What follows belongs to an exercise in optimizing a design on an open flow for small area; a production flow would make more cautious choices. In this exercise RTL edits were held to simulation tests only and were not proved equivalent to the original. No activity file was given, so power comes from the tool's default toggle rates.

### flow/design.v
package mr_ctl_pkg;
    typedef struct packed {
        logic [3-1:0]      chnl;
        logic [5-1:0] local_tag;
    } mr_tag_fields_t;
    typedef union packed {
        logic [8-1:0] flat;
        mr_tag_fields_t         f;
    } mr_tag_u;
    localparam int CHNL_SQ      = 0;
    localparam int CHNL_RQ      = 1;
    localparam int CHNL_TX_REQ  = 2;
    localparam int CHNL_RX_REQ  = 3;
    localparam int CHNL_RX_RESP = 4;
endpackage
`timescale 1ns/100ps
module mr_ctl_top (
    input  logic                                                 clk,
    input  logic                                                 rst,
    input  logic                                                 cfg_wr_en,
    input  logic [4-1:0]                               cfg_key,
    input  logic                                                 cfg_key_valid,
    input  logic [48-1:0]                            cfg_base,
    input  logic [32-1:0]                          cfg_len,
    input  logic [5-1:0]                              req_valid,
    input  logic [5-1:0][8-1:0]             req_qpn,
    input  logic [5-1:0][4-1:0]             req_key,
    input  logic [5-1:0][32-1:0]        req_offset,
    output logic [5-1:0]                              req_ready,
    output logic [5-1:0]                              rsp_valid,
    output logic [5-1:0][16-1:0]     rsp_head,
    output logic [5-1:0][49-1:0]     rsp_data,
    input  logic [5-1:0]                              rsp_ready
);
    localparam int NCH = 5;
    localparam int CL  = 3;
    localparam int LTL = 5;
    localparam int QL  = 8;
    localparam int KL  = 4;
    localparam int KN  = 1 << KL;
    localparam int OW  = 32;
    localparam int AW  = 48;
    localparam int DW  = 49;
    localparam logic [CL-1:0] ST_IDLE = CL'(NCH);
    logic [KN-1:0]   tbl_valid;
    logic [AW-1:0]   tbl_base [KN];
    logic [OW-1:0]   tbl_len  [KN];
    always_ff @(posedge clk or posedge rst) begin
        if (rst) begin
            tbl_valid <= '0;
        end else if (cfg_wr_en) begin
            tbl_valid[cfg_key] <= cfg_key_valid;
        end
    end
    always_ff @(posedge clk) begin
        if (cfg_wr_en) begin
            tbl_base[cfg_key] <= cfg_base;
            tbl_len[cfg_key]  <= cfg_len;
        end
    end
    logic [CL-1:0]   rr_ptr;
    logic            iss_v;
    logic [KL-1:0]   iss_key;
    logic [OW-1:0]   iss_off;
    logic [QL-1:0]   iss_qpn;
    logic [CL-1:0]   iss_ch;
    logic            s1_v;
    logic [DW-1:0]   s1_data;
    logic [QL-1:0]   s1_qpn;
    logic [CL-1:0]   s1_ch;
    logic            s2_v;
    logic [DW-1:0]   s2_data;
    logic [QL-1:0]   s2_qpn;
    logic [CL-1:0]   s2_ch;
    logic [CL-1:0]   state;
    logic [DW-1:0]   lat_data;
    logic [QL-1:0]   lat_qpn;
    logic [NCH-1:0][LTL-1:0] rel_cnt;
    logic            idle;
    logic            stall;
    logic            issue_free;
    logic            grant_found;
    logic [CL-1:0]   grant_chnl;
    assign idle       = (state == ST_IDLE);
    assign stall      = s2_v && !idle;
    assign issue_free = !iss_v || !stall;
    always_comb begin
        int idx;
        grant_found = 1'b0;
        grant_chnl  = '0;
        for (int i = 0; i < NCH; i++) begin
            idx = (int'(rr_ptr) + i) % NCH;
            if (!grant_found && req_valid[idx]) begin
                grant_found = 1'b1;
                grant_chnl  = CL'(idx);
            end
        end
        grant_found = grant_found && issue_free;
    end
    assign req_ready = grant_found ? (NCH'(1) << grant_chnl) : '0;
    logic            ent_valid;
    logic [AW-1:0]   ent_base;
    logic [OW-1:0]   ent_len;
    logic            x_err;
    logic [AW-1:0]   x_addr;
    assign ent_valid = tbl_valid[iss_key];
    assign ent_base  = tbl_base[iss_key];
    assign ent_len   = tbl_len[iss_key];
    assign x_err     = !ent_valid || (iss_off >= ent_len);
    assign x_addr    = ent_base + {{(AW - OW){1'b0}}, iss_off};
    always_ff @(posedge clk or posedge rst) begin
        if (rst) begin
            rr_ptr <= '0;
            iss_v  <= 1'b0;
            s1_v   <= 1'b0;
            s2_v   <= 1'b0;
            state  <= ST_IDLE;
        end else begin
            if (grant_found) begin
                rr_ptr <= (grant_chnl == CL'(NCH - 1)) ? '0 : grant_chnl + 1'b1;
            end
            if (issue_free) begin
                iss_v <= grant_found;
            end
            if (!stall) begin
                s1_v <= iss_v;
                s2_v <= s1_v;
            end
            if (idle) begin
                if (s2_v) begin
                    state <= s2_ch;
                end
            end else if (rsp_ready[state]) begin
                state <= ST_IDLE;
            end
        end
    end
    always_ff @(posedge clk) begin
        if (issue_free) begin
            iss_key <= req_key[grant_chnl];
            iss_off <= req_offset[grant_chnl];
            iss_qpn <= req_qpn[grant_chnl];
            iss_ch  <= grant_chnl;
        end
        if (!stall) begin
            s1_data <= x_err ? {1'b1, {AW{1'b0}}} : {1'b0, x_addr};
            s1_qpn  <= iss_qpn;
            s1_ch   <= iss_ch;
            s2_data <= s1_data;
            s2_qpn  <= s1_qpn;
            s2_ch   <= s1_ch;
        end
        if (idle) begin
            lat_data <= s2_data;
            lat_qpn  <= s2_qpn;
        end
    end
    always_ff @(posedge clk or posedge rst) begin
        if (rst) begin
            rel_cnt <= '0;
        end else begin
            for (int c = 0; c < NCH; c++) begin
                if (rsp_valid[c] && rsp_ready[c]) begin
                    rel_cnt[c] <= rel_cnt[c] + 1'b1;
                end
            end
        end
    end
    for (genvar c = 0; c < NCH; c++) begin : g_chnl
        assign rsp_valid[c] = (state == CL'(c));
        assign rsp_head[c]  = {lat_qpn, {(8 - LTL){1'b0}}, rel_cnt[c]};
        assign rsp_data[c]  = lat_data;
    end
endmodule
### flow/run.sh
#!/bin/bash
# synth_recipe.tcl (not shown) runs the flow's synth.tcl, then flattens the netlist and writes it again
# the make line also repeats each setting of config.mk as NAME=value (left out here)
make -C /OpenROAD-flow-scripts/flow DESIGN_CONFIG=/design/flow/config.mk WORK_HOME=/design/flow/orfs CLKGATE_MAP_FILE= SYNTH_SCRIPT=/design/flow/synth_recipe.tcl finish
### flow/config.mk
export PLATFORM = sky130hd
export DESIGN_NAME = mr_ctl_top
export DESIGN_NICKNAME = mr_ctl_top
export VERILOG_FILES = /design/flow/design.v
export SDC_FILE = /design/flow/constraint.sdc
export NUM_CORES = 4
export LEC_CHECK = 0
export CAP_MARGIN = 20
export CORE_MARGIN = 2
export CORE_UTILIZATION = 40
export SLEW_MARGIN = 20
### flow/constraint.sdc
create_clock -name core_clock -period 12.0 [get_ports {clk}]
set_input_delay 2.4000 -clock core_clock [delete_from_list [all_inputs] [get_ports {clk}]]
set_output_delay 2.4000 -clock core_clock [all_outputs]
set_load 0.01 [all_outputs]
==> results of run 1 <==
state kept, by name, indices dropped and copies added, names as in the netlist, 3 cells and up, named ones only:
name,flops
iss_ch,3
iss_key,4
iss_off,32
iss_qpn,8
lat_data,49
lat_qpn,8
rel_cnt,25
rr_ptr,3
s1_ch,3
s1_data,49
s1_qpn,8
s2_ch,3
s2_data,49
s2_qpn,8
state,3
tbl_base,768
tbl_len,512
tbl_valid,16
cells by family (layout without fill, tap and decap cells):
family,count (synthesis),in the layout
DFF,1558,1558
muxes,533,533
buffers and inverters,470,1078
and+or+nand+nor,381,381
AOI/OAI and AO/OA,313,313
adders and majority gates,100,100
xor gates and xnor gates,63,63
other,1,21
layer usage:
metal / routed length (um) / share of wire (%)
met5: 134 / 0.073
met4: 4120 / 2.3
met1: 74600 / 41
met2: 89300 / 49
met3: 14500 / 7.9
layout make-up:
type	instances	area share (%)
sequential	1558	59.1
multi-input combinational	1405	21.3
timing repair buffer	702	8.87
clock buffer	194	5.36
tap	2175	3.46
clock inverter	105	1.51
inverter	77	0.371
antenna	6	0.0191
Yosys cell counts, types with 25 or more instances:
library cell  number
o21ai_0           60
mux2i_1           63
dfrtp_1           48
buf_2             48
clkbuf_1          73
edfxtp_1        1504
ha_1              99
a21o_1            28
inv_1             71
buf_4            256
nand4_1           25
a221o_1           42
mux4_2           409
nand2_1           71
a21oi_1           65
nor2_1           122
xnor2_1           38
mux2_2            59
power by group:
part           internal (mW)  switching (mW)
combinational           5.00            5.91
sequential              7.02           0.800
clock                   2.93            2.15
path summary, 6_finish.rpt:
kind	from	endpoint	slack, ps
worst max-delay path	rr_ptr[1]	req_ready[3]	1800
worst min-delay path	s2_data[1]	lat_data[1]	400
worst max register to register	rr_ptr[1]	iss_qpn[5]	4150
worst min register to register	s2_data[1]	lat_data[1]	400
max in group asynchronous	rst	rel_cnt[5]	9330
min in group asynchronous	rst	rr_ptr[1]	2080
metrics by stage:
step                area [um2]  cells
floorplan                65900   3433
global placement         73100   5914
detailed placement       73200   5916
CTS                      78600   6215
global route             78600   6220
finish                   78600   6222
placed cells by master, fill, tap and decap left out, types with 59 or more instances in the layout:
cell / instances
edfxtp_1: 1504
clkdlybuf4s50_1: 637
mux4_2: 409
clkbuf_16: 163
nor2_1: 109
ha_1: 99
nand2_1: 70
inv_1: 68
a21oi_1: 65
mux2i_1: 63
o21ai_0: 60
mux2_2: 59
critical path, cell delays in order (launching register included):
cell,delay (ps)
dfrtp_1,720
inv_2,220
ha_1,750
inv_1,360
ha_1,390
a221o_1,410
nand2_1,120
inv_1,70
ha_1,220
inv_1,120
o221ai_1,130
a21o_1,200
a211o_1,290
a211o_1,290
a221o_1,410
nand4_1,230
nand2_1,120
o21ai_4,620
inv_1,200
ha_1,250
ha_1,170
and3_1,170
clkdlybuf4s50_1,490
==> results.cfg, run 1 <==
[outcome]
status = complete, no violations

[place]
dp_slack_ps = 2600
place_congestion = 0.857
dp_hpwl_mm = 112
io_buffers = 637

[critical_path]
end_kind = output pin
cp_max_fo = 21
rr_worst_depth = 20
critical_path_class = reg -> out
startpoint_type = register
cp.arrival_ps = 7800
worstPathRequired_ps = 9600

[logic_synthesis]
synth_top_area_cell = edfxtp_1
synth-seq-area-share_pct = 70.6
netlist_area_mm2 = 0.0659
synth_top_family_by_area = multiplexers
yosysWarningCount = 1
synthCells = 3419
syn_area_per_cell_um2 = 19.3
synth_xor_area_share_pct = 0.849
synth_fa_ha_area_share_pct = 1.91
synth-simple-area-share_pct = 2.91
ys_seq_elements = 1558
synth_top_area_share_pct = 68.6
synthFlopType = edfxtp_1
muxShareOfSynthArea_pct = 16.0
synth-compound-area-share_pct = 3.41
netlist_top_cells_area = edfxtp_1, mux4_2, buf_4
synth-edff-count = 1504
ys_types = 100
async_flop_share_pct = 3.21

[floorplanning]
rows = 148
core_mm2 = 0.163
ioPinCount = 653
die_w_um = 410
die_height_um = 410
design.die.area_mm2 = 0.168
start_util_pct = 40.4

[clock_network]
post_cts_buffers = 0
cts_resized = 0
cts_hold_buf = 0
root_buffer = clkbuf_16
clkLatencyLatePin_ps = 820
cts_buffers = 163
htree_levels = 4
clkSinkCount = 1558
cts_buffer_depth = 3
path_clk_slew_ps = 60
cts_tree = built

[sta]
min_period_ps = 10200
fin_ws_ps = 1800
fmax_mhz = 98.0
finClkSkew_ps = 64.0
tightest_slew_ps = 1170
fin_crit_sh_pct = 85.0
finalHoldViolations = 0
setup_violations = 0
worst_hold_slack_ps = 402
rsz0062_at_grt = no
totalNegativeSetupSlack_ps = 0
relSlewSlack_pct = 22.3
drv_slew = 0

[layout]
fin_nets = 4325
fin_util_pct = 48.2
drive_above_1_share_pct = 20.5
area_growth_pct = 19.4
regArea_mm2 = 0.0465
multi_input_area_mm2 = 0.0167
fillers = 13400

[global_routing]
use_met3_pct = 4.46
grt_max_degree = 104
use_met1_pct = 29.4
grt_use_met2_pct = 35.2
track_usage_pct = 21.5
grt-ovfl-total = 0
grt_pass1_vias = 34100
grt_busiest_layer = met2
antenna_found_initial = 35
grt_pass1_wl_mm = 256

[pwr]
power.leakage_nw = 25.9
peakVddDrop_mv = 0.778
p_per_area_mw_per_mm2 = 303
power_mw = 23.8

[drt]
drt-wirelength-per-cell_um = 29.4
num_vias = 34700
postRouteAntennaNets = 0
totalWireLength_mm = 183
vias_per_cell = 5.58
drtPass1Iterations = 5
first_iter_violations = 4119
route.detailed.drc = 0

[worst_hold_path]
hold_path_class = reg -> reg
whs_path_depth = 0

[run]
drv_cap = 0
==> inputs of run 2 (changes only) <==
--- a/flow/design.v
+++ b/flow/design.v
@@ -62,4 +62,5 @@
     logic            iss_v;
     logic [KL-1:0]   iss_key;
+    logic [KN-1:0]   iss_koh;      
     logic [OW-1:0]   iss_off;
     logic [QL-1:0]   iss_qpn;
@@ -85,18 +86,34 @@
     assign stall      = s2_v && !idle;
     assign issue_free = !iss_v || !stall;
+    logic [NCH-1:0]  gnt_oh;
     always_comb begin
-        int idx;
-        grant_found = 1'b0;
+        logic [2*NCH-1:0] rq2;
+        logic [NCH-1:0]   hit;
+        rq2 = {req_valid, req_valid} >> rr_ptr;
+        hit = '0;
+        for (int i = NCH - 1; i >= 0; i--) begin
+            if (rq2[i]) hit = NCH'(1) << i;
+        end
+        gnt_oh = NCH'(({hit, hit} << rr_ptr) >> NCH);
+        grant_found = |req_valid && issue_free;
         grant_chnl  = '0;
-        for (int i = 0; i < NCH; i++) begin
-            idx = (int'(rr_ptr) + i) % NCH;
-            if (!grant_found && req_valid[idx]) begin
-                grant_found = 1'b1;
-                grant_chnl  = CL'(idx);
-            end
-        end
-        grant_found = grant_found && issue_free;
-    end
-    assign req_ready = grant_found ? (NCH'(1) << grant_chnl) : '0;
+        for (int c = 0; c < NCH; c++) begin
+            if (gnt_oh[c]) grant_chnl = grant_chnl | CL'(c);
+        end
+    end
+    assign req_ready = issue_free ? gnt_oh : '0;
+    logic [KL-1:0]   sel_key;
+    logic [OW-1:0]   sel_off;
+    logic [QL-1:0]   sel_qpn;
+    always_comb begin
+        sel_key = '0;
+        sel_off = '0;
+        sel_qpn = '0;
+        for (int c = 0; c < NCH; c++) begin
+            sel_key = sel_key | ({KL{gnt_oh[c]}} & req_key[c]);
+            sel_off = sel_off | ({OW{gnt_oh[c]}} & req_offset[c]);
+            sel_qpn = sel_qpn | ({QL{gnt_oh[c]}} & req_qpn[c]);
+        end
+    end
     logic            ent_valid;
     logic [AW-1:0]   ent_base;
@@ -104,9 +121,54 @@
     logic            x_err;
     logic [AW-1:0]   x_addr;
-    assign ent_valid = tbl_valid[iss_key];
-    assign ent_base  = tbl_base[iss_key];
-    assign ent_len   = tbl_len[iss_key];
+    assign iss_koh = KN'(1) << iss_key;
+    always_comb begin
+        ent_valid = 1'b0;
+        ent_base  = '0;
+        ent_len   = '0;
+        for (int k = 0; k < KN; k++) begin
+            ent_valid = ent_valid | (iss_koh[k] & tbl_valid[k]);
+            ent_base  = ent_base  | ({AW{iss_koh[k]}} & tbl_base[k]);
+            ent_len   = ent_len   | ({OW{iss_koh[k]}} & tbl_len[k]);
+        end
+    end
     assign x_err     = !ent_valid || (iss_off >= ent_len);
-    assign x_addr    = ent_base + {{(AW - OW){1'b0}}, iss_off};
+    localparam int NB = 4;
+    function automatic int bs(input int k);
+        case (k)
+            0:       bs = 0;
+            1:       bs = 12;
+            2:       bs = 24;
+            3:       bs = OW;
+            default: bs = AW;
+        endcase
+    endfunction
+    logic [OW:0]     rc;       
+    logic [AW-1:0]   rs;       
+    logic [AW:0]     ip;       
+    logic [NB:0]     bc;       
+    assign bc[0] = 1'b0;
+    for (genvar k = 0; k < NB; k++) begin : g_blk
+        for (genvar i = bs(k); i < bs(k+1); i++) begin : g_bit
+            if (i < OW) begin : g_add
+                logic cin;
+                assign cin   = (i == bs(k)) ? 1'b0 : rc[i];
+                assign rs[i] = ent_base[i] ^ iss_off[i] ^ cin;
+                assign rc[i+1] = (ent_base[i] & iss_off[i]) | (cin & (ent_base[i] ^ iss_off[i]));
+            end else begin : g_pass
+                assign rs[i] = ent_base[i];
+            end
+            logic pin;
+            assign pin       = (i == bs(k)) ? 1'b1 : ip[i];
+            assign ip[i+1]   = pin & rs[i];
+            assign x_addr[i] = rs[i] ^ (bc[k] & pin);
+        end
+        if (bs(k+1) <= OW) begin : g_co
+            assign bc[k+1] = rc[bs(k+1)] | (bc[k] & ip[bs(k+1)]);
+        end else begin : g_top
+            assign bc[k+1] = 1'b0;
+        end
+    end
+    assign rc[0] = 1'b0;
+    assign ip[0] = 1'b0;
     always_ff @(posedge clk or posedge rst) begin
         if (rst) begin
@@ -138,7 +200,7 @@
     always_ff @(posedge clk) begin
         if (issue_free) begin
-            iss_key <= req_key[grant_chnl];
-            iss_off <= req_offset[grant_chnl];
-            iss_qpn <= req_qpn[grant_chnl];
+            iss_key <= sel_key;
+            iss_off <= sel_off;
+            iss_qpn <= sel_qpn;
             iss_ch  <= grant_chnl;
         end
==> flow/flow/run.sh (new file) <==
#!/bin/bash
# Standard ORFS layout (the standard.sh, unchanged synthesis) with two
# placement/CTS knobs changed:
#  - port buffers use the smallest buffer instead of the resizer's pick
#  - the clock tree uses small clock buffers, larger sink clusters and no
#    dummy loads
# Each ORFS step logs to orfs/logs/...; the make output goes to standard.log.
set -euo pipefail
export BUFFER_PORTS_ARGS="-buffer_cell sky130_fd_sc_hd__buf_1"
export CTS_ARGS="-sink_clustering_enable -repair_clock_nets -buf_list sky130_fd_sc_hd__clkbuf_4 -sink_clustering_size 10 -sink_clustering_max_diameter 40 -dont_use_dummy_load"
bash standard.sh > standard.log 2>&1
==> flow/standard.sh (new file) <==
#!/bin/bash
# synth_recipe.tcl (not shown) runs the flow's synth.tcl, then flattens the netlist and writes it again
# the make line also repeats each setting of config.mk as NAME=value (left out here)
make -C /OpenROAD-flow-scripts/flow DESIGN_CONFIG=/design/flow/config.mk WORK_HOME=/design/flow/orfs CLKGATE_MAP_FILE= SYNTH_SCRIPT=/design/flow/synth_recipe.tcl "${@:-finish}"
--- a/flow/config.mk
+++ b/flow/config.mk
@@ -8,4 +8,4 @@
 export CAP_MARGIN = 20
 export CORE_MARGIN = 2
-export CORE_UTILIZATION = 40
+export CORE_UTILIZATION = 70
 export SLEW_MARGIN = 20
removed: flow/run.sh
==> results.cfg, run 2 <==
[clock_network]
cts_buffers = 186
root_buffer = clkbuf_4
cts_hold_buf = 0
htree_levels = 4
path_clk_slew_ps = 110
cts_buffer_depth = 3
post_cts_buffers = 0
cts_resized = 0
clkSinkCount = 1554
clkLatencyLatePin_ps = 1150
cts_tree = built

[layout]
fillers = 5184
largest_reg_flops = 768
instances_no_fill = 5266
fin_area_mm2 = 0.0648
multi_input_area_mm2 = 0.0123
layout.cells.most_common = edfxtp_1
regArea_mm2 = 0.0464
largest-register = tbl_base
fin_nets = 4490
area_growth_pct = 5.78
largestRegisters = tbl_base (768), tbl_len (512)
drive_above_1_share_pct = 9.07
final_cell_mix = edfxtp_1, buf_1, a22oi_1, clkbuf_4, a22o_1

[pwr]
p_sw_mw = 6.48
p_per_area_mw_per_mm2 = 246
clkPwrFrac_pct = 14.3
swShare_pct = 40.7
peakVddDrop_mv = 0.226
power_frac_comb_pct = 39.8
power_mw = 15.9
power.leakage_nw = 20.7
seq_power_share_pct = 45.9
internal-power_mw = 9.45

[logic_synthesis]
yosysWarningCount = 1
synth_xor_area_share_pct = 0.600
yosysMostFrequentCell = edfxtp_1
ys_types = 96
netlist_area_mm2 = 0.0613
ys_top_cells_by_count = edfxtp_1, a22oi_1, buf_4, a22o_1, a221oi_1
synth-edff-count = 1504
async_flop_share_pct = 3.22
synth-compound-area-share_pct = 11.1
synth_top_area_share_pct = 73.7
synth-seq-area-share_pct = 75.7
netlist_top_cells_area = edfxtp_1, a22oi_1, buf_4
synthFlopType = edfxtp_1
synth_top_family_by_area = compound AO/OA/AOI/OAI gates
muxShareOfSynthArea_pct = 1.14
synthCells = 3606
synth_top_area_cell = edfxtp_1
ys_seq_elements = 1554
syn_area_per_cell_um2 = 17.0
synth_fa_ha_area_share_pct = 1.97
synth-simple-area-share_pct = 4.76

[critical_path]
end_kind = register
ff2ff_setup_slack_ps = 1870
cp_max_fo = 21
cp.arrival_ps = 11060
startpoint_type = register
worstPathRequired_ps = 12930
critical_path_class = reg -> reg
rr_worst_depth = 26
r2r_end = s1_data[47]
r2r_start = iss_key[1]
critPathLaunch = iss_key[1]

[global_routing]
grt_pass1_wl_mm = 263
grt_max_degree = 67
grt-ovfl-total = 0
track_usage_pct = 41.9
antenna_found_initial = 24
grt_pass1_vias = 36600

[drt]
first_iter_violations = 6595
vias_per_cell = 7.32
postRouteAntennaNets = 0
totalWireLength_mm = 190
drt-wirelength-per-cell_um = 36.1
drtPass1Iterations = 9
route.detailed.drc = 0
num_vias = 38600

[sta]
fin_crit_sh_pct = 84.4
relSlewSlack_pct = 15.1
setup_violations = 0
finalHoldViolations = 0
totalNegativeSetupSlack_ps = 0
min_period_ps = 10130
rsz0062_at_grt = no
tightest_slew_ps = 1260
fmax_mhz = 98.7
finClkSkew_ps = 110
drv_slew = 0

[place]
dp_hpwl_mm = 118
place_area_mm2 = 0.0634
placedCellCount = 5060
io_buffers = 637
place_congestion = 1.03

[floorplanning]
rows = 108
die_w_um = 300
start_util_pct = 70.6
design.die.area_mm2 = 0.0899
die_height_um = 300
ioPinCount = 653
core_mm2 = 0.0868

[worst_hold_path]
min_to = lat_data[29]
hold_start = s2_data[29]
whs_path_depth = 0
hold_path_class = reg -> reg

[run]
drv_cap = 0

[outcome]
status = complete, no violations
run 2: worst max-delay path, stage by stage (launching register included):
cell and delay (ps):
edfxtp_1 960, nand2b_1 520, nor2_4 110, buf_4 290, a221oi_1 370, nand4_1 190, ha_1 250, fa_1 420
fa_1 440, fa_1 480, fa_1 450, fa_1 430, fa_1 430, fa_1 420, fa_1 450, fa_1 430
fa_1 400, inv_1 90, fa_1 430, nand4b_1 200, nor4_1 290, o2111a_1 340, a21bo_2 260, nand4_2 240
nand4b_2 400, nor4_4 400, mux2i_1 250
run 2: cells by family (layout without fill, tap and decap cells):
family                   after synthesis  count (layout)
other                                  1              35
multiplexers                          62              62
AO/OA/AOI/OAI                        845             845
AND/OR/NAND/NOR                      538             538
adder cells (fa/ha/maj)               79              79
XOR/XNOR                              42              42
buffers and inverters                485             956
flip-flops                          1554            1554
run 2: cell type report:
cell class                      instances  area share [%]
Multi-Input combinational cell       1581            18.9
Clock buffer                          186            2.15
Sequential cell                      1554            71.6
Tap cell                             1155            2.23
Inverter                               42           0.245
Antenna cell                           20          0.0772
Timing Repair Buffer                  728            4.79
run 2: power by group through the flow:
stage          Combinational [mW]  Sequential (mW)  Clock [mW]
4_1_cts                      6.14             7.28        2.29
2_1_floorplan                4.04             7.13           0
6_report                     6.34             7.31        2.28
3_3_place_gp                 5.97             7.37           0
5_1_grt                      6.71             7.33        2.49
3_5_place_dp                 6.12             7.39           0
run 2: how the worst max path moves through the flow:
| stage | slack, ps | cells past startpoint | to |
|---|---|---|---|
| floorplan | 2960 | 30 | s1_data[47] |
| global placement | 2220 | 26 | s1_data[47] |
| detailed placement | 2030 | 27 | s1_data[47] |
| CTS | 1970 | 27 | s1_data[47] |
| global route | 1490 | 26 | s1_data[47] |
| finish | 1870 | 26 | s1_data[47] |
run 2: metal layers:
layer	up-vias	global-route usage, %	share of wire (%)
met5	-	0	0.075
met4	20	19.5	5.0
met3	556	15.3	16
met2	3466	61.8	45
met1	19200	56.6	34
li1	15300	-	-
run 2: through the flow:
stage	setup WS [ps]	utilization [%]	hold WS [ps]
CTS	1970	74.7	412
finish	1870	74.7	404
detailed placement	2030	73.1	405
floorplan	2960	-	400
global placement	2220	73.1	401
global route	1490	74.7	413
==> inputs of run 3 (changes only) <==
--- a/flow/flow/run.sh
+++ b/flow/flow/run.sh
@@ -8,4 +8,4 @@
 set -euo pipefail
 export BUFFER_PORTS_ARGS="-buffer_cell sky130_fd_sc_hd__buf_1"
-export CTS_ARGS="-sink_clustering_enable -repair_clock_nets -buf_list sky130_fd_sc_hd__clkbuf_4 -sink_clustering_size 10 -sink_clustering_max_diameter 40 -dont_use_dummy_load"
+export CTS_ARGS="-sink_clustering_enable -repair_clock_nets -buf_list sky130_fd_sc_hd__clkbuf_4 -sink_clustering_size 8 -sink_clustering_max_diameter 35 -dont_use_dummy_load"
 bash standard.sh > standard.log 2>&1
==> results.cfg, run 3 <==
[floorplanning]
core_mm2 = 0.0868
ioPinCount = 653
rows = 108
die_height_um = 300
die_w_um = 300
design.die.area_mm2 = 0.0899
start_util_pct = 70.6

[logic_synthesis]
async_flop_share_pct = 3.22
synth-compound-area-share_pct = 11.1
ys_types = 96
synth_xor_area_share_pct = 0.600
synth_top_family_by_area = compound AO/OA/AOI/OAI gates
netlist_top_cells_area = edfxtp_1, a22oi_1, buf_4
synthFlopType = edfxtp_1
yosysWarningCount = 1
synthCells = 3606
muxShareOfSynthArea_pct = 1.14
ys_seq_elements = 1554
ys_top_cells_by_count = edfxtp_1, a22oi_1, buf_4, a22o_1, a221oi_1
synth_top_area_share_pct = 73.7
syn_area_per_cell_um2 = 17.0
synth_fa_ha_area_share_pct = 1.97
synth-seq-area-share_pct = 75.7
synth_top_area_cell = edfxtp_1
synth-simple-area-share_pct = 4.76
netlist_area_mm2 = 0.0613
synth-edff-count = 1504
yosysMostFrequentCell = edfxtp_1

[layout]
fin_nets = 4533
fin_util_pct = 75.1
fillers = 5189
area_growth_pct = 6.32
largestRegisters = tbl_base (768), tbl_len (512)
final_cell_mix = edfxtp_1, buf_1, a22oi_1, clkbuf_4, a22o_1
largest_reg_flops = 768
multi_input_area_mm2 = 0.0123
regArea_mm2 = 0.0464
largest-register = tbl_base
drive_above_1_share_pct = 9.99
layout.cells.most_common = edfxtp_1

[critical_path]
ff2ff_setup_slack_ps = 1970
crit_path_end = s1_data[47]
startpoint_type = register
critPathLaunch = iss_key[3]
critical_path_class = reg -> reg
r2r_start = iss_key[3]
cp_max_fo = 20
r2r_end = s1_data[47]
cp.depth = 27
cpLargestDelayFamily = adder cells
path_common_cell = fa_1
slowest_stage = edfxtp_1
rr_worst_depth = 27
worstPathRequired_ps = 12930
path_buf_inv = 2
end_kind = register
crit_path_max_incr_delay_ps = 970
cp.arrival_ps = 10960

[clock_network]
cts_buffers = 228
post_cts_buffers = 0
clkSinkCount = 1554
htree_levels = 4
root_buffer = clkbuf_4
clkLatencyLatePin_ps = 1100
path_clk_slew_ps = 90
cts_buffer_depth = 3
cts_resized = 0
cts_hold_buf = 0
cts_tree = built

[drt]
route.detailed.drc = 0
totalWireLength_mm = 190
drt-wirelength-per-cell_um = 35.8
drtPass1Iterations = 10
postRouteAntennaNets = 0
num_vias = 38700
vias_per_cell = 7.29
first_iter_violations = 6757

[sta]
rsz0062_at_grt = no
fin_crit_sh_pct = 83.6
drv_slew = 0
relSlewSlack_pct = 19.9
min_period_ps = 10030
tightest_slew_ps = 1200
finClkSkew_ps = 117
setup_violations = 0
fmax_mhz = 99.7
finalHoldViolations = 0
totalNegativeSetupSlack_ps = 0

[global_routing]
antenna_found_initial = 25
grt_max_degree = 67
grt_pass1_wl_mm = 264
track_usage_pct = 42.0
grt_pass1_vias = 37000
grt-ovfl-total = 0

[place]
dp_hpwl_mm = 118
io_buffers = 637
place_congestion = 1.03

[pwr]
p_per_area_mw_per_mm2 = 248
power.leakage_nw = 20.9
peakVddDrop_mv = 0.226

[worst_hold_path]
hold_path_class = reg -> reg

[run]
drv_cap = 0

[outcome]
status = complete, no violations
==> run 3: how the worst min path moves through the flow <==
stage	start	end	slack (ps)	depth (start not counted)
after floorplan	s2_data[0]	lat_data[0]	400	0
after global placement	s1_data[6]	s2_data[6]	400	0
after CTS	s2_data[2]	lat_data[2]	390	0
after global routing	s2_data[2]	lat_data[2]	380	0
final	s2_data[2]	lat_data[2]	360	0
after detailed placement	s2_data[1]	lat_data[1]	400	0
==> run 3: worst reg2reg max path, cell delays in order (launching register included) <==
cell and delay (ps):
edfxtp_1 970, or2_1 430, nor2_4 70, buf_4 240
a22o_1 230, a221oi_1 230, nand4_1 190, ha_1 250
fa_1 420, fa_1 440, fa_1 490, fa_1 450
fa_1 430, fa_1 430, fa_1 430, fa_1 450
fa_1 430, fa_1 400, inv_1 90, fa_1 430
nand4b_1 200, nor4_1 290, o2111a_1 340, a21bo_2 270
nand4_2 250, nand4b_2 400, nor4_4 400, mux2i_1 260
==> run 3: cells by family after synthesis <==
family / count (synthesis)
AND/OR/NAND/NOR: 538
AO/OA/AOI/OAI: 845
multiplexers: 62
flip-flops: 1554
XOR/XNOR: 42
other: 1
adder cells (fa/ha/maj): 79
buffers and inverters: 485
==> run 3: metal layers <==
layer	GRT usage, %	vias to the layer above	wire (um)
li1	-	15400	-
met2	61.6	3629	85900
met4	20.4	16	9480
met1	56.9	19100	63800
met5	0	-	126
met3	14.9	542	30800
==> run 3: final cells by class <==
cell class                 count  share of cell area [%]
antenna                       18                  0.0691
clock buffer                 228                    2.63
inverter                      42                   0.244
multi-input combinational   1581                    18.8
sequential                  1554                    71.2
tap                         1155                    2.22
timing repair buffer         729                    4.79
==> run 3: report_power, final <==
part / internal (mW) / leakage, nW / switching, mW
logic: 2.02 / 5.53 / 4.34
clock network: 0.863 / 1.05 / 1.61
registers: 6.72 / 14.3 / 0.583
total: 9.61 / 20.9 / 6.53
==> run 3: stage by stage <==
stage | worst slack, ps | area [um2] | hold WS, ps | power (mW) | std cells
after global placement | 2220 | 63400 | 401 | 13.3 | 5060
after global routing | 1520 | 65200 | 379 | 16.7 | 5305
final | 1970 | 65200 | 365 | 16.1 | 5307
after floorplan | 2960 | 61300 | 400 | 11.2 | 3620
after detailed placement | 2030 | 63400 | 405 | 13.5 | 5060
after CTS | 2000 | 65100 | 387 | 15.9 | 5288
==> inputs of run 4 (changes only) <==
==> flow/flow/run.sh (replaced) <==
#!/bin/bash
# ORFS layout through the standard.sh, with three changes:
#  - synthesis is the standard one (same Yosys script, same registers) but
#    ABC maps the logic with an area-oriented script (flow/abc_area.script)
#  - port buffers use the smallest buffer instead of the resizer's pick
#  - the clock tree uses small clock buffers, bounded sink clusters and no
#    dummy loads
# Each ORFS step logs to orfs/logs/...; make's output goes to synth.log and
# standard.log.
set -euo pipefail
W=$PWD
rm -rf "$W/scripts_area"
cp -r "$FLOW_HOME/scripts" "$W/scripts_area"
cp "$W/flow/abc_area.script" "$W/scripts_area/abc_speed.script"
SCRIPTS_DIR="$W/scripts_area" bash standard.sh synth > synth.log 2>&1
export BUFFER_PORTS_ARGS="-buffer_cell sky130_fd_sc_hd__buf_1"
export CTS_ARGS="-sink_clustering_enable -repair_clock_nets -buf_list sky130_fd_sc_hd__clkbuf_4 -sink_clustering_size 8 -sink_clustering_max_diameter 35 -dont_use_dummy_load"
bash standard.sh > standard.log 2>&1
==> flow/flow/abc_area.script (new file) <==
strash
dc2
&get -n
&st
&dch -f
&nf -a
&put
buffer -c
topo
stime -c
upsize -c
dnsize -c
==> results.cfg, run 4 <==
[floorplanning]
start_util_pct = 70.9
core_mm2 = 0.0840
rows = 106
ioPinCount = 653
die_height_um = 296
die_w_um = 296
design.die.area_mm2 = 0.0873

[critical_path]
slowest_stage = edfxtp_1
path_common_cell = fa_1
r2r_end = s1_data[47]
cp_max_fo = 21
crit_path_max_incr_delay_ps = 940
rr_worst_depth = 33
end_kind = register
worstPathRequired_ps = 12800
cp.arrival_ps = 11230
ff2ff_setup_slack_ps = 1580
startpoint_type = register
r2r_start = iss_key[3]
critPathLaunch = iss_key[3]
crit_path_end = s1_data[47]
critical_path_class = reg -> reg

[place]
dp_slack_ps = 1620
place_congestion = 0.962
place_area_mm2 = 0.0618
dp_hpwl_mm = 106
io_buffers = 637

[pwr]
power.leakage_nw = 20.5
p_per_area_mw_per_mm2 = 252
peakVddDrop_mv = 0.179
power_mw = 16.1

[layout]
drive_above_1_share_pct = 9.90
largest-register = tbl_base
area_growth_pct = 6.99
fin_nets = 4348
largestRegisters = tbl_base (768), tbl_len (512)
final_cell_mix = edfxtp_1, buf_1, a222oi_1, nand2_1, clkbuf_4
fin_area_mm2 = 0.0637
layout.cells.most_common = edfxtp_1
largest_reg_flops = 768

[logic_synthesis]
yosysMostFrequentCell = edfxtp_1
synth-edff-count = 1504
synthFlopType = edfxtp_1
yosysWarningCount = 1
synth-seq-area-share_pct = 78.0
netlist_top_cells_area = edfxtp_1, a222oi_1, buf_4
ys_types = 70
syn_area_per_cell_um2 = 17.5
async_flop_share_pct = 3.22
synth_top_area_share_pct = 75.9
ys_seq_elements = 1554
synthCells = 3405
ys_top_cells_by_count = edfxtp_1, a222oi_1, nand2_1, buf_4, a22oi_1
synth_top_area_cell = edfxtp_1
netlist_area_mm2 = 0.0595

[clock_network]
cts_buffer_depth = 3
cts_resized = 0
htree_levels = 4
path_clk_slew_ps = 70
clkLatencyLatePin_ps = 1150
cts_hold_buf = 0
post_cts_buffers = 0
clkSinkCount = 1554
cts_buffers = 228
root_buffer = clkbuf_4
cts_tree = built

[sta]
tightest_slew_ps = 1170
relSlewSlack_pct = 21.3
fmax_mhz = 95.9
drv_slew = 0
finalHoldViolations = 0
worst_hold_slack_ps = 343
min_period_ps = 10420
setup_violations = 0
rsz0062_at_grt = no
fin_ws_ps = 1580
fin_crit_sh_pct = 86.9
totalNegativeSetupSlack_ps = 0
finClkSkew_ps = 153

[drt]
first_iter_violations = 7794
route.detailed.drc = 0
drt-wirelength-per-cell_um = 35.1
num_vias = 36700
vias_per_cell = 7.18
drtPass1Iterations = 11
postRouteAntennaNets = 0
totalWireLength_mm = 179

[run]
drv_cap = 0

[global_routing]
grt_busiest_layer = met2
antenna_found_initial = 32
track_usage_pct = 40.8
grt_max_degree = 78
grt_pass1_vias = 35000
grt-ovfl-total = 0
use_met1_pct = 55.5
grt_use_met2_pct = 61.5
grt_pass1_wl_mm = 246
use_met3_pct = 13.5

[worst_hold_path]
hold_path_class = reg -> reg

[outcome]
status = complete, no violations
run 4: cell count changes after synthesis, sizes merged, moves of 52 or more:
cell and delta:
a221oi -149, a22o -154, a22oi -151, buf -52, nand2 +155, a222oi +300
run 4: metrics by stage:
stage               utilization, %  std cells
detailed placement            73.6       4853
global route                  75.8       5103
finish                        75.8       5111
CTS                           75.7       5081
global placement              73.6       4853
floorplan                        -       3419
run 4: cell families (layout without fill, tap and decap cells):
logic type / count (synthesis) / count (layout) / synth area share [%]
flops: 1554 / 1554 / 78.0
compound gates: 636 / 636 / 9.37
simple gates: 617 / 617 / 5.18
buf+inv: 462 / 992 / 4.51
fa+ha+maj: 79 / 79 / 2.03
xor+xnor: 38 / 38 / 0.559
mux: 18 / 18 / 0.324
other cells: 1 / 43 / 0.00630
run 4: worst max-delay path: cells and delay by family (launching register included):
family	cells	cell delay, ps
xor+xnor	1	150
simple gates	11	2420
fa+ha+maj	12	4680
flops	1	940
compound gates	5	1030
buf+inv	4	880
run 4: area by class of cell:
| class | count | area, um2 |
|---|---|---|
| diodes | 28 | 70.1 |
| clock buffers | 228 | 1710 |
| fillers | 4998 | 20300 |
| inverters | 40 | 153 |
| multi-input cells | 1403 | 10700 |
| flip-flops and latches | 1554 | 46400 |
| well taps | 1134 | 1420 |
| repair buffers | 724 | 3140 |
run 4: worst min path at each step:
stage / start / endpoint / slack [ps] / cells after the start
4_1_cts: s1_data[18] / s2_data[18] / 350 / 0
6_report: s1_data[18] / s2_data[18] / 340 / 0
2_1_floorplan: s2_data[0] / lat_data[0] / 400 / 0
5_1_grt: s1_data[24] / s2_data[24] / 360 / 0
3_5_place_dp: s2_data[45] / lat_data[45] / 400 / 0
3_3_place_gp: s1_data[30] / s2_data[30] / 400 / 0
run 4: where the power goes:
group | switching, mW | total, mW | internal (mW)
clock | 1.62 | 2.49 | 0.863
combinational | 4.21 | 6.13 | 1.93
sequential | 0.640 | 7.45 | 6.81
run 4: layer usage:
metal | vias up | part of all wire (%)
met2 | 3422 | 46
met5 | - | 0.057
met3 | 376 | 16
met4 | 16 | 3.9
met1 | 18100 | 34
li1 | 14800 | -
==> inputs of run 5 (changes only) <==
--- a/flow/design.v
+++ b/flow/design.v
@@ -59,5 +59,5 @@
         end
     end
-    logic [CL-1:0]   rr_ptr;
+    logic [CL-1:0]   rr_ptr;       
     logic            iss_v;
     logic [KL-1:0]   iss_key;
@@ -65,5 +65,5 @@
     logic [OW-1:0]   iss_off;
     logic [QL-1:0]   iss_qpn;
-    logic [CL-1:0]   iss_ch;
+    logic [CL-1:0]   iss_ch;       
     logic            s1_v;
     logic [DW-1:0]   s1_data;
@@ -83,4 +83,5 @@
     logic            grant_found;
     logic [CL-1:0]   grant_chnl;
+    assign rr_ptr     = (iss_ch == CL'(NCH - 1)) ? '0 : iss_ch + 1'b1;
     assign idle       = (state == ST_IDLE);
     assign stall      = s2_v && !idle;
@@ -173,5 +174,5 @@
     always_ff @(posedge clk or posedge rst) begin
         if (rst) begin
-            rr_ptr <= '0;
+            iss_ch <= CL'(NCH - 1);
             iss_v  <= 1'b0;
             s1_v   <= 1'b0;
@@ -180,5 +181,5 @@
         end else begin
             if (grant_found) begin
-                rr_ptr <= (grant_chnl == CL'(NCH - 1)) ? '0 : grant_chnl + 1'b1;
+                iss_ch <= grant_chnl;
             end
             if (issue_free) begin
@@ -203,5 +204,4 @@
             iss_off <= sel_off;
             iss_qpn <= sel_qpn;
-            iss_ch  <= grant_chnl;
         end
         if (!stall) begin
==> results.cfg, run 5 <==
[layout]
area_growth_pct = 7.04
drive_above_1_share_pct = 9.54
fin_nets = 4331
layout.cells.most_common = edfxtp_1
fillers = 4973
largestRegisters = tbl_base (768), tbl_len (512)
final_cell_mix = edfxtp_1, buf_1, a222oi_1, nand2_1, clkbuf_4
largest_reg_flops = 768
fin_area_mm2 = 0.0635
largest-register = tbl_base

[logic_synthesis]
synth_top_area_share_pct = 76.0
ys_seq_elements = 1551
synth_top_area_cell = edfxtp_1
synthFlopType = edfxtp_1
ys_types = 63
netlist_top_cells_area = edfxtp_1, a222oi_1, buf_4
yosysWarningCount = 1
netlist_area_mm2 = 0.0593
synth-compound-area-share_pct = 9.48
yosysMostFrequentCell = edfxtp_1
synth_top_family_by_area = compound AO/OA/AOI/OAI gates
synth-edff-count = 1501
ys_top_cells_by_count = edfxtp_1, a222oi_1, buf_4, nand2_1, a22oi_1
synth_fa_ha_area_share_pct = 2.03
synth_xor_area_share_pct = 0.576
async_flop_share_pct = 3.22
synth-simple-area-share_pct = 4.92
synth-seq-area-share_pct = 78.1
muxShareOfSynthArea_pct = 0.357
synthCells = 3399
syn_area_per_cell_um2 = 17.4

[critical_path]
path_buf_inv = 2
crit_path_max_incr_delay_ps = 1010
ff2ff_setup_slack_ps = 1390
slowest_stage = edfxtp_1
worstPathRequired_ps = 12870
critical_path_class = reg -> reg
cp_max_fo = 26
end_kind = register
r2r_start = iss_key[2]
rr_worst_depth = 31
startpoint_type = register
cp.arrival_ps = 11480
path_common_cell = fa_1
r2r_end = s1_data[47]
cpLargestDelayFamily = adder cells

[clock_network]
cts_resized = 0
cts_tree = built
path_clk_slew_ps = 90
clkLatencyLatePin_ps = 1170
cts_buffers = 227
post_cts_buffers = 0
cts_hold_buf = 0
root_buffer = clkbuf_4
cts_buffer_depth = 3
clkSinkCount = 1551
htree_levels = 4

[floorplanning]
core_mm2 = 0.0838
die_w_um = 295
ioPinCount = 653
start_util_pct = 70.7
rows = 106
design.die.area_mm2 = 0.0870
die_height_um = 295

[sta]
finalHoldViolations = 0
finClkSkew_ps = 112
totalNegativeSetupSlack_ps = 0
fin_crit_sh_pct = 88.4
fin_ws_ps = 1390
drv_slew = 0
tightest_slew_ps = 1120
fmax_mhz = 94.3
min_period_ps = 10610
rsz0062_at_grt = no
setup_violations = 0
worst_hold_slack_ps = 360
relSlewSlack_pct = 25.6

[drt]
vias_per_cell = 7.27
postRouteAntennaNets = 0
totalWireLength_mm = 182
drt-wirelength-per-cell_um = 35.8
first_iter_violations = 7440
route.detailed.drc = 0
num_vias = 37000
drtPass1Iterations = 14

[pwr]
peakVddDrop_mv = 0.396
p_per_area_mw_per_mm2 = 269
power_mw = 17.1
power.leakage_nw = 20.4

[worst_hold_path]
whs_path_depth = 0
hold_start = s2_qpn[5]
min_to = lat_qpn[5]
hold_path_class = reg -> reg

[place]
dp_hpwl_mm = 108
place_congestion = 0.942
place_area_mm2 = 0.0617
io_buffers = 637
dp_slack_ps = 1500

[global_routing]
grt_pass1_wl_mm = 250
grt-ovfl-total = 0
grt_pass1_vias = 35200
track_usage_pct = 41.7
antenna_found_initial = 29
grt_max_degree = 81

[outcome]
status = complete, no violations

[run]
drv_cap = 0
==> run 5: cell count changes after synthesis, sizes merged, moves of 4 or more <==
cell / delta
a222oi: -4
o21ai: +6
nand4: -7
nor3b: -4
nand3: +6
a22oi: +17
a211oi: +6
nand2: -21
a22o: -4
and3: +9
nor2: -7
==> run 5: worst max-delay path by stage <==
stage                             end  slack [ps]        from  cells past startpoint
after floorplan           s1_data[47]        2270  iss_key[0]                     37
after global placement    s1_data[47]        1790  iss_key[2]                     32
after detailed placement  s1_data[47]        1500  iss_key[2]                     31
after CTS                 s1_data[47]        1480  iss_key[2]                     31
after global routing      s1_data[47]        1050  iss_key[2]                     32
final                     s1_data[47]        1390  iss_key[2]                     31
==> run 5: final cells by class <==
cell class / instances / area [um2] / area share [%]
Antenna cell: 20 / 50.0 / 0.0789
Clock buffer: 227 / 1700 / 2.69
Inverter: 38 / 144 / 0.227
Multi-Input combinational cell: 1400 / 10700 / 16.9
Sequential cell: 1551 / 46300 / 73.0
Tap cell: 1134 / 1420 / 2.24
Timing Repair Buffer: 716 / 3120 / 4.92
==> run 5: stage by stage <==
stage | cells | util (%)
global placement | 4837 | 73.6
floorplan | 3413 | -
detailed placement | 4839 | 73.6
CTS | 5066 | 75.7
global route | 5079 | 75.7
finish | 5086 | 75.7
==> run 5: logic make-up after synthesis <==
group           after synthesis
fa+ha+maj                    79
compound gates              652
xor+xnor                     39
buf+inv                     462
simple gates                595
other cells                   1
mux                          20
flops                      1551
==> run 5: power breakdown <==
part / switching [mW] / total [mW] / internal [mW]
clock network: 1.62 / 2.48 / 0.860
logic: 5.10 / 7.29 / 2.19
registers: 0.533 / 7.32 / 6.79
total: 7.25 / 17.1 / 9.83
==> run 5: routing by layer <==
metal	vias up	GRT usage (%)	share of wire, %
met2	3517	62.0	46
li1	14800	-	-
met1	18200	56.8	34
met3	476	14.0	16
met5	-	2.83	0.25
met4	24	18.6	4.2
==> inputs of run 6 (changes only) <==
--- a/flow/config.mk
+++ b/flow/config.mk
@@ -6,6 +6,6 @@
 export NUM_CORES = 4
 export LEC_CHECK = 0
-export CAP_MARGIN = 20
+export CAP_MARGIN = 5
 export CORE_MARGIN = 2
 export CORE_UTILIZATION = 70
-export SLEW_MARGIN = 20
+export SLEW_MARGIN = 5
==> results.cfg, run 6 <==
[outcome]
status = complete, no violations

[clock_network]
clkLatencyLatePin_ps = 1210
root_buffer = clkbuf_4
cts_buffers = 226
cts_buffer_depth = 3
post_cts_buffers = 0
clkSinkCount = 1551
path_clk_slew_ps = 90
cts_resized = 0
cts_hold_buf = 0
cts_tree = built
htree_levels = 4

[critical_path]
slowest_stage = edfxtp_1
critical_path_class = reg -> reg
cp.arrival_ps = 11460
worstPathRequired_ps = 12850
crit_path_max_incr_delay_ps = 1010
end_kind = register
cpLargestDelayFamily = adder cells
path_common_cell = fa_1
cp_max_fo = 26
startpoint_type = register
path_buf_inv = 2

[global_routing]
grt_max_degree = 81
grt_pass1_vias = 35300
antenna_found_initial = 27
grt-ovfl-total = 0
track_usage_pct = 41.7
grt_pass1_wl_mm = 250

[sta]
drv_slew = 0
relSlewSlack_pct = 16.2
setup_violations = 0
tightest_slew_ps = 1250
fin_crit_sh_pct = 88.4
fmax_mhz = 94.2
fin_ws_ps = 1390
rsz0062_at_grt = no
finalHoldViolations = 0
finClkSkew_ps = 143
min_period_ps = 10610
totalNegativeSetupSlack_ps = 0

[logic_synthesis]
synth_top_family_by_area = compound AO/OA/AOI/OAI gates
yosysMostFrequentCell = edfxtp_1
synth_fa_ha_area_share_pct = 2.03
synth-simple-area-share_pct = 4.92
synth-compound-area-share_pct = 9.48
synth-seq-area-share_pct = 78.1
netlist_top_cells_area = edfxtp_1, a222oi_1, buf_4
synth_top_area_cell = edfxtp_1
ys_top_cells_by_count = edfxtp_1, a222oi_1, buf_4, nand2_1, a22oi_1
ys_seq_elements = 1551
synthFlopType = edfxtp_1
yosysWarningCount = 1
synthCells = 3399
muxShareOfSynthArea_pct = 0.357
synth_top_area_share_pct = 76.0
synth_xor_area_share_pct = 0.576
netlist_area_mm2 = 0.0593
async_flop_share_pct = 3.22
syn_area_per_cell_um2 = 17.4
ys_types = 63
synth-edff-count = 1501

[layout]
fin_area_mm2 = 0.0634
fillers = 4977
drive_above_1_share_pct = 9.47
fin_nets = 4328
final_cell_mix = edfxtp_1, buf_1, a222oi_1, nand2_1, clkbuf_4
largest-register = tbl_base
largest_reg_flops = 768
area_growth_pct = 6.93
layout.cells.most_common = edfxtp_1
instances_no_fill = 5082
fin_util_pct = 75.6
largestRegisters = tbl_base (768), tbl_len (512)

[floorplanning]
die_w_um = 295
rows = 106
core_mm2 = 0.0838
ioPinCount = 653
start_util_pct = 70.7
die_height_um = 295
design.die.area_mm2 = 0.0870

[run]
drv_cap = 0

[drt]
totalWireLength_mm = 182
route.detailed.drc = 0
drtPass1Iterations = 14
first_iter_violations = 7178
num_vias = 36700
postRouteAntennaNets = 0
drt-wirelength-per-cell_um = 35.8
vias_per_cell = 7.23

[place]
dp_hpwl_mm = 108
dp_slack_ps = 1490
placedCellCount = 4837
place_area_mm2 = 0.0617
io_buffers = 637
place_congestion = 0.942

[pwr]
p_per_area_mw_per_mm2 = 269
peakVddDrop_mv = 0.408
power.leakage_nw = 20.3

[worst_hold_path]
hold_path_class = reg -> reg
==> run 6: path summary, 6_finish.rpt <==
path / startpoint / slack (ps) / cells after the start / endpoint
max in group asynchronous: rst / 9690 / 2 / tbl_valid[3]
hold / removal: s1_data[43] / 390 / 0 / s2_data[43]
setup / recovery: iss_key[2] / 1390 / 31 / s1_data[47]
hold reg to reg: s1_data[43] / 390 / 0 / s2_data[43]
setup reg to reg: iss_key[2] / 1390 / 31 / s1_data[47]
min in group asynchronous: rst / 1550 / 2 / iss_ch[1]
==> run 6: cell type report <==
cell class	instances	area, um2	share of cell area (%)
Sequential cell	1551	46300	73.1
Multi-Input combinational cell	1400	10700	16.9
Clock buffer	226	1700	2.68
Inverter	38	143	0.225
Timing Repair Buffer	714	3070	4.84
Antenna cell	19	47.5	0.0750
Tap cell	1134	1420	2.24
==> run 6: worst reg2reg max path, delay by kind of cell (launching register included) <==
kind | cells | cell delay (ps)
AND/OR/NAND/NOR | 13 | 3350
adder cells (fa/ha/maj) | 12 | 4900
AO/OA/AOI/OAI | 3 | 710
XOR/XNOR | 1 | 140
flip-flops | 1 | 1010
buffers and inverters | 2 | 180
==> run 6: power by group <==
part	total, mW	leakage, nW	internal [mW]	switching [mW]
registers	7.33	14.3	6.79	0.541
clock network	2.47	1.04	0.856	1.62
logic	7.26	5.02	2.17	5.09
==> run 6: per-layer routing <==
metal  routed length [um]  up-vias  global-route usage [%]  part of all wire [%]
met5                  417        -                    2.49                  0.23
met1                61100    18000                    56.0                    34
met3                30000      477                    15.2                    17
met2                82400     3440                    61.6                    45
met4                 7820       28                    19.3                   4.3
li1                     -    14800                       -                     -
==> run 6: kinds of logic after synthesis <==
group,count (synthesis)
xor gates and xnor gates,39
and+or+nand+nor,595
other,1
adders and majority gates,79
buffers and inverters,462
muxes,20
AOI/OAI and AO/OA,652
DFF,1551
==> run 6: metrics by stage <==
step                      hold slack [ps]  power [mW]
after floorplan                       400        11.5
after global placement                400        14.2
after detailed placement              405        14.4
after CTS                             387        16.8
after global routing                  400        17.7
final                                 389        17.1
==> inputs of run 7 (changes only) <==
==> flow/flow/run.sh (replaced) <==
#!/bin/bash
# ORFS layout through the standard.sh, with three changes:
#  - synthesis is the standard one (same Yosys script, same registers) but
#    ABC maps the logic with an area-oriented script (flow/abc_area.script)
#  - port buffers use the smallest buffer instead of the resizer's pick
#  - the clock tree uses small leaf clock buffers (larger ones at the root
#    and in the tree), bounded sink clusters and no
#    dummy loads
# Each ORFS step logs to orfs/logs/...; make's output goes to synth.log and
# standard.log.
set -euo pipefail
W=$PWD
rm -rf "$W/scripts_area"
cp -r "$FLOW_HOME/scripts" "$W/scripts_area"
cp "$W/flow/abc_area.script" "$W/scripts_area/abc_speed.script"
SCRIPTS_DIR="$W/scripts_area" bash standard.sh synth > synth.log 2>&1
export BUFFER_PORTS_ARGS="-buffer_cell sky130_fd_sc_hd__buf_1"
export CTS_ARGS="-sink_clustering_enable -repair_clock_nets -buf_list sky130_fd_sc_hd__clkbuf_4 -root_buf sky130_fd_sc_hd__clkbuf_16 -tree_buf sky130_fd_sc_hd__clkbuf_8 -sink_clustering_size 8 -sink_clustering_max_diameter 35 -dont_use_dummy_load"
bash standard.sh > standard.log 2>&1
==> results.cfg, run 7 <==
[critical_path]
startpoint_type = register
worstPathRequired_ps = 12430
crit_path_max_incr_delay_ps = 1010
cpLargestDelayFamily = adder cells
cp.depth = 31
cp.arrival_ps = 10980
path_buf_inv = 2
r2r_start = iss_key[2]
end_kind = register
slowest_stage = edfxtp_1
cp_max_fo = 26
r2r_end = s1_data[47]
ff2ff_setup_slack_ps = 1440
path_common_cell = fa_1
critPathLaunch = iss_key[2]
critical_path_class = reg -> reg
rr_worst_depth = 31
crit_path_end = s1_data[47]

[floorplanning]
die_height_um = 295
die_w_um = 295
ioPinCount = 653
start_util_pct = 70.7
design.die.area_mm2 = 0.0870
rows = 106
core_mm2 = 0.0838

[logic_synthesis]
async_flop_share_pct = 3.22
synthFlopType = edfxtp_1
ys_top_cells_by_count = edfxtp_1, a222oi_1, buf_4, nand2_1, a22oi_1
yosysWarningCount = 1
ys_seq_elements = 1551
synthCells = 3399
syn_area_per_cell_um2 = 17.4
yosysMostFrequentCell = edfxtp_1
synth-edff-count = 1501
netlist_area_mm2 = 0.0593
synth-seq-area-share_pct = 78.1
synth_top_area_share_pct = 76.0
synth_top_area_cell = edfxtp_1
netlist_top_cells_area = edfxtp_1, a222oi_1, buf_4
ys_types = 63

[clock_network]
post_cts_buffers = 0
path_clk_slew_ps = 90
cts_hold_buf = 0
cts_buffer_depth = 3
htree_levels = 4
cts_resized = 0
clkSinkCount = 1551
cts_tree = built
root_buffer = clkbuf_16
cts_buffers = 226
clkLatencyLatePin_ps = 760

[pwr]
peakVddDrop_mv = 0.403
seq_power_share_pct = 42.7
p_per_area_mw_per_mm2 = 270
swShare_pct = 42.2
power_frac_comb_pct = 42.4
clkPwrFrac_pct = 14.9
power.leakage_nw = 20.4
p_sw_mw = 7.24
internal-power_mw = 9.90

[drt]
drt-wirelength-per-cell_um = 35.8
drtPass1Iterations = 14
postRouteAntennaNets = 0
route.detailed.drc = 0
totalWireLength_mm = 181
first_iter_violations = 7099
vias_per_cell = 7.24
num_vias = 36800

[layout]
drive_above_1_share_pct = 9.47
fin_area_mm2 = 0.0635
largestRegisters = tbl_base (768), tbl_len (512)
multi_input_area_mm2 = 0.0107
final_cell_mix = edfxtp_1, buf_1, a222oi_1, nand2_1, clkbuf_4
instances_no_fill = 5075
fillers = 4963
fin_nets = 4328
layout.cells.most_common = edfxtp_1
area_growth_pct = 7.10
regArea_mm2 = 0.0463
largest-register = tbl_base
largest_reg_flops = 768

[sta]
setup_violations = 0
finClkSkew_ps = 97.6
worst_hold_slack_ps = 387
min_period_ps = 10560
drv_slew = 0
totalNegativeSetupSlack_ps = 0
fin_crit_sh_pct = 88.0
relSlewSlack_pct = 13.2
fmax_mhz = 94.7
rsz0062_at_grt = no
tightest_slew_ps = 1300
finalHoldViolations = 0

[global_routing]
grt-ovfl-total = 0
grt_pass1_wl_mm = 250
grt_use_met2_pct = 62.0
track_usage_pct = 41.7
grt_pass1_vias = 35400
use_met3_pct = 14.4
use_met1_pct = 56.6
grt_max_degree = 81
grt_busiest_layer = met2
antenna_found_initial = 21

[place]
place_congestion = 0.942
placedCellCount = 4837
place_area_mm2 = 0.0617
io_buffers = 637
dp_hpwl_mm = 108

[worst_hold_path]
hold_path_class = reg -> reg

[outcome]
status = complete, no violations

[run]
drv_cap = 0
[run 7: cell counts after synthesis]
Identical to the previous run, type by type.
[run 7: cells by family after synthesis]
family          count (synthesis)  synth area share, %
flops                        1551                 78.1
mux                            20                0.357
xor+xnor                       39                0.576
simple gates                  595                 4.92
compound gates                652                 9.48
other cells                     1              0.00632
buf+inv                       462                 4.49
fa+ha+maj                      79                 2.03
[run 7: worst min-delay path by stage]
stage                            from           end  cells after the start
after floorplan            s2_data[0]   lat_data[0]                      0
after global placement    s2_data[28]  lat_data[28]                      0
after detailed placement  s2_data[42]  lat_data[42]                      0
after CTS                 s1_data[43]   s2_data[43]                      0
after global routing      s1_data[43]   s2_data[43]                      0
final                     s1_data[43]   s2_data[43]                      0
[run 7: per-layer routing]
| layer | vias to the layer above | wire (um) |
|---|---|---|
| met2 | 3484 | 82300 |
| met3 | 503 | 29700 |
| met1 | 18000 | 61200 |
| met5 | - | 340 |
| li1 | 14800 | - |
| met4 | 18 | 7950 |
[run 7: cell type report]
type,instances,area share [%]
antenna,12,0.0473
clock buffer,226,2.86
inverter,38,0.225
multi-input combinational,1400,16.8
sequential,1551,73.0
tap,1134,2.23
timing repair buffer,714,4.83
[run 7: through the flow]
step                      setup slack (ps)  power [mW]  util [%]
final                                 1440        17.1      75.8
after global placement                1790        14.2      73.6
after global routing                  1060        17.8      75.8
after CTS                             1450        16.9      75.7
after floorplan                       2270        11.5         -
after detailed placement              1490        14.4      73.6
[run 7: power groups by stage]
stage / clock, mW / combinational (mW) / sequential, mW
after floorplan: 0 / 4.25 / 7.20
after global placement: 0 / 6.83 / 7.38
after detailed placement: 0 / 7.00 / 7.40
after CTS: 2.58 / 7.03 / 7.29
after global routing: 2.79 / 7.64 / 7.36
final: 2.56 / 7.26 / 7.32
[run 7: worst reg2reg max path, delay by kind of cell (launching register included)]
family	cells	cell delay [ps]
buffers and inverters	2	180
adder cells (fa/ha/maj)	12	4890
AND/OR/NAND/NOR	13	3310
flip-flops	1	1010
XOR/XNOR	1	140
AO/OA/AOI/OAI	3	710
==> inputs of run 8 (changes only) <==
--- a/flow/flow/run.sh
+++ b/flow/flow/run.sh
@@ -16,4 +16,4 @@
 SCRIPTS_DIR="$W/scripts_area" bash standard.sh synth > synth.log 2>&1
 export BUFFER_PORTS_ARGS="-buffer_cell sky130_fd_sc_hd__buf_1"
-export CTS_ARGS="-sink_clustering_enable -repair_clock_nets -buf_list sky130_fd_sc_hd__clkbuf_4 -root_buf sky130_fd_sc_hd__clkbuf_16 -tree_buf sky130_fd_sc_hd__clkbuf_8 -sink_clustering_size 8 -sink_clustering_max_diameter 35 -dont_use_dummy_load"
+export CTS_ARGS="-sink_clustering_enable -repair_clock_nets -buf_list sky130_fd_sc_hd__clkbuf_4 -root_buf sky130_fd_sc_hd__clkbuf_16 -tree_buf sky130_fd_sc_hd__clkbuf_8 -sink_clustering_size 10 -sink_clustering_max_diameter 35 -dont_use_dummy_load"
 bash standard.sh > standard.log 2>&1
==> results.cfg, run 8 <==
[sta]
min_period_ps = 10510
drv_slew = 0
tightest_slew_ps = 1280
finClkSkew_ps = 88.0
relSlewSlack_pct = 14.3
setup_violations = 0
fin_crit_sh_pct = 87.6
worst_hold_slack_ps = 394
fmax_mhz = 95.2
finalHoldViolations = 0
totalNegativeSetupSlack_ps = 0
rsz0062_at_grt = no

[layout]
layout.cells.most_common = edfxtp_1
final_cell_mix = edfxtp_1, buf_1, a222oi_1, nand2_1, clkbuf_4
largest_reg_flops = 768
fin_nets = 4300
area_growth_pct = 6.75
largest-register = tbl_base
largestRegisters = tbl_base (768), tbl_len (512)
drive_above_1_share_pct = 8.82
fillers = 4958

[clock_network]
cts_buffers = 198
cts_resized = 0
post_cts_buffers = 0
root_buffer = clkbuf_16
cts_buffer_depth = 3
clkLatencyLatePin_ps = 740
htree_levels = 4
path_clk_slew_ps = 100
cts_hold_buf = 0
cts_tree = built
clkSinkCount = 1551

[logic_synthesis]
synth-edff-count = 1501
netlist_top_cells_area = edfxtp_1, a222oi_1, buf_4
ys_types = 63
ys_seq_elements = 1551
synth_top_area_cell = edfxtp_1
yosysWarningCount = 1
synth_top_area_share_pct = 76.0
synthCells = 3399
synth-seq-area-share_pct = 78.1
ys_top_cells_by_count = edfxtp_1, a222oi_1, buf_4, nand2_1, a22oi_1
synthFlopType = edfxtp_1
yosysMostFrequentCell = edfxtp_1
async_flop_share_pct = 3.22
syn_area_per_cell_um2 = 17.4
netlist_area_mm2 = 0.0593

[global_routing]
use_met1_pct = 56.2
grt-ovfl-total = 0
grt_pass1_vias = 35100
grt_busiest_layer = met2
track_usage_pct = 41.5
grt_pass1_wl_mm = 249
grt_use_met2_pct = 61.0
use_met3_pct = 14.8
antenna_found_initial = 26
grt_max_degree = 81

[critical_path]
cpLargestDelayFamily = adder cells
path_common_cell = fa_1
cp_max_fo = 26
ff2ff_setup_slack_ps = 1490
end_kind = register
slowest_stage = edfxtp_1
critical_path_class = reg -> reg
crit_path_max_incr_delay_ps = 1000
r2r_start = iss_key[2]
rr_worst_depth = 31
cp.depth = 31
startpoint_type = register
r2r_end = s1_data[47]
cp.arrival_ps = 10940
worstPathRequired_ps = 12430
path_buf_inv = 2
critPathLaunch = iss_key[2]

[run]
drv_cap = 0

[drt]
route.detailed.drc = 0
totalWireLength_mm = 181
first_iter_violations = 7007
num_vias = 36700
vias_per_cell = 7.27
drtPass1Iterations = 8
postRouteAntennaNets = 0
drt-wirelength-per-cell_um = 35.8

[floorplanning]
start_util_pct = 70.7
design.die.area_mm2 = 0.0870
ioPinCount = 653
core_mm2 = 0.0838
die_w_um = 295
die_height_um = 295
rows = 106

[place]
dp_hpwl_mm = 108
io_buffers = 637
place_congestion = 0.942

[pwr]
power_mw = 17.0
power.leakage_nw = 20.3
p_per_area_mw_per_mm2 = 269
peakVddDrop_mv = 0.377

[worst_hold_path]
hold_path_class = reg -> reg
min_to = s2_data[9]
whs_path_depth = 0
hold_start = s1_data[9]

[outcome]
status = complete, no violations
[run 8: cell counts after synthesis]
No cell type changed its count.
[run 8: worst max-delay path by stage]
stage	end	slack, ps
after detailed placement	s1_data[47]	1490
after floorplan	s1_data[47]	2270
final	s1_data[47]	1490
after CTS	s1_data[47]	1470
after global routing	s1_data[47]	1050
after global placement	s1_data[47]	1790
[run 8: where the power goes]
part / internal, mW / total (mW) / switching (mW)
Clock: 0.833 / 2.41 / 1.58
Sequential: 6.79 / 7.32 / 0.538
Combinational: 2.17 / 7.28 / 5.10
Total: 9.79 / 17.0 / 7.22
[run 8: cell type report]
cell class / instances / area (um2) / share of cell area, %
timing repair buffer: 714 / 3070 / 4.85
inverter: 38 / 143 / 0.225
antenna: 15 / 37.5 / 0.0593
tap: 1134 / 1420 / 2.24
multi-input combinational: 1400 / 10700 / 16.9
sequential: 1551 / 46300 / 73.2
clock buffer: 198 / 1600 / 2.53
[run 8: worst reg2reg max path, delay by kind of cell, from the launching register on]
kind                       cells  cell delay, ps
and+or+nand+nor               13            3300
xor gates and xnor gates       1             140
DFF                            1            1000
buffers and inverters          2             180
AOI/OAI and AO/OA              3             700
adders and majority gates     12            4910
[run 8: per-stage QoR]
stage                     util [%]  instances  setup WS (ps)  instance area, um2
after floorplan                  -       3413           2270               59300
after global placement        73.6       4837           1790               61700
after detailed placement      73.6       4837           1490               61700
after CTS                     75.5       5035           1470               63300
after global routing          75.5       5046           1050               63300
final                         75.5       5050           1490               63300
[run 8: logic make-up (layout without fill, tap and decap cells)]
group                      Yosys count  after routing  share of synthesized area, %
adders and majority gates           79             79                          2.03
AOI/OAI and AO/OA                  652            652                          9.48
DFF                               1551           1551                          78.1
muxes                               20             20                         0.357
xor gates and xnor gates            39             39                         0.576
and+or+nand+nor                    595            595                          4.92
buffers and inverters              462            950                          4.49
other                                1             30                       0.00632
[run 8: per-layer routing]
| metal | part of all wire (%) | vias to the layer above |
|---|---|---|
| met5 | 0.15 | - |
| met4 | 4.7 | 22 |
| met3 | 16 | 507 |
| met2 | 45 | 3467 |
| met1 | 34 | 18000 |
| li1 | - | 14700 |

## separate check: timing with driven ports
No port has a modelled driver above. Below, the same layouts with a new extraction and two added sets of constraints.
Step 1 assumes that a clkbuf_16 drives the clock port and a buf_2 every other input.
Step 2 moves the port delays by t, midway between the first and last clock arrival at a register: inputs arrive t later, outputs are due t later. That takes back most of the time a late clock gives input paths.
Slacks: no drivers / after step 1 / after step 2; pairs: no drivers / after step 1.
run	shift t [ns]	setup WS [ns]	worst setup path at the end	worst slew at a driven data input, ns
run 1	0.863	1.798 / 1.721 / 2.584	register to output	0.26
run 2	1.148	1.868 / 1.868 / 1.868	register to register	0.26
run 3	1.129	1.973 / 1.973 / 1.973	register to register	0.26
run 4	1.140	1.576 / 1.576 / 1.576	register to register	0.20
run 5	1.181	1.392 / 1.392 / 1.392	register to register	0.23
run 6	1.197	1.386 / 1.386 / 1.386	register to register	0.21
run 7	0.768	1.443 / 1.443 / 1.443	register to register	0.22
run 8	0.756	1.492 / 1.492 / 1.492	register to register	0.22
After both steps setup and hold are still met in every run listed.
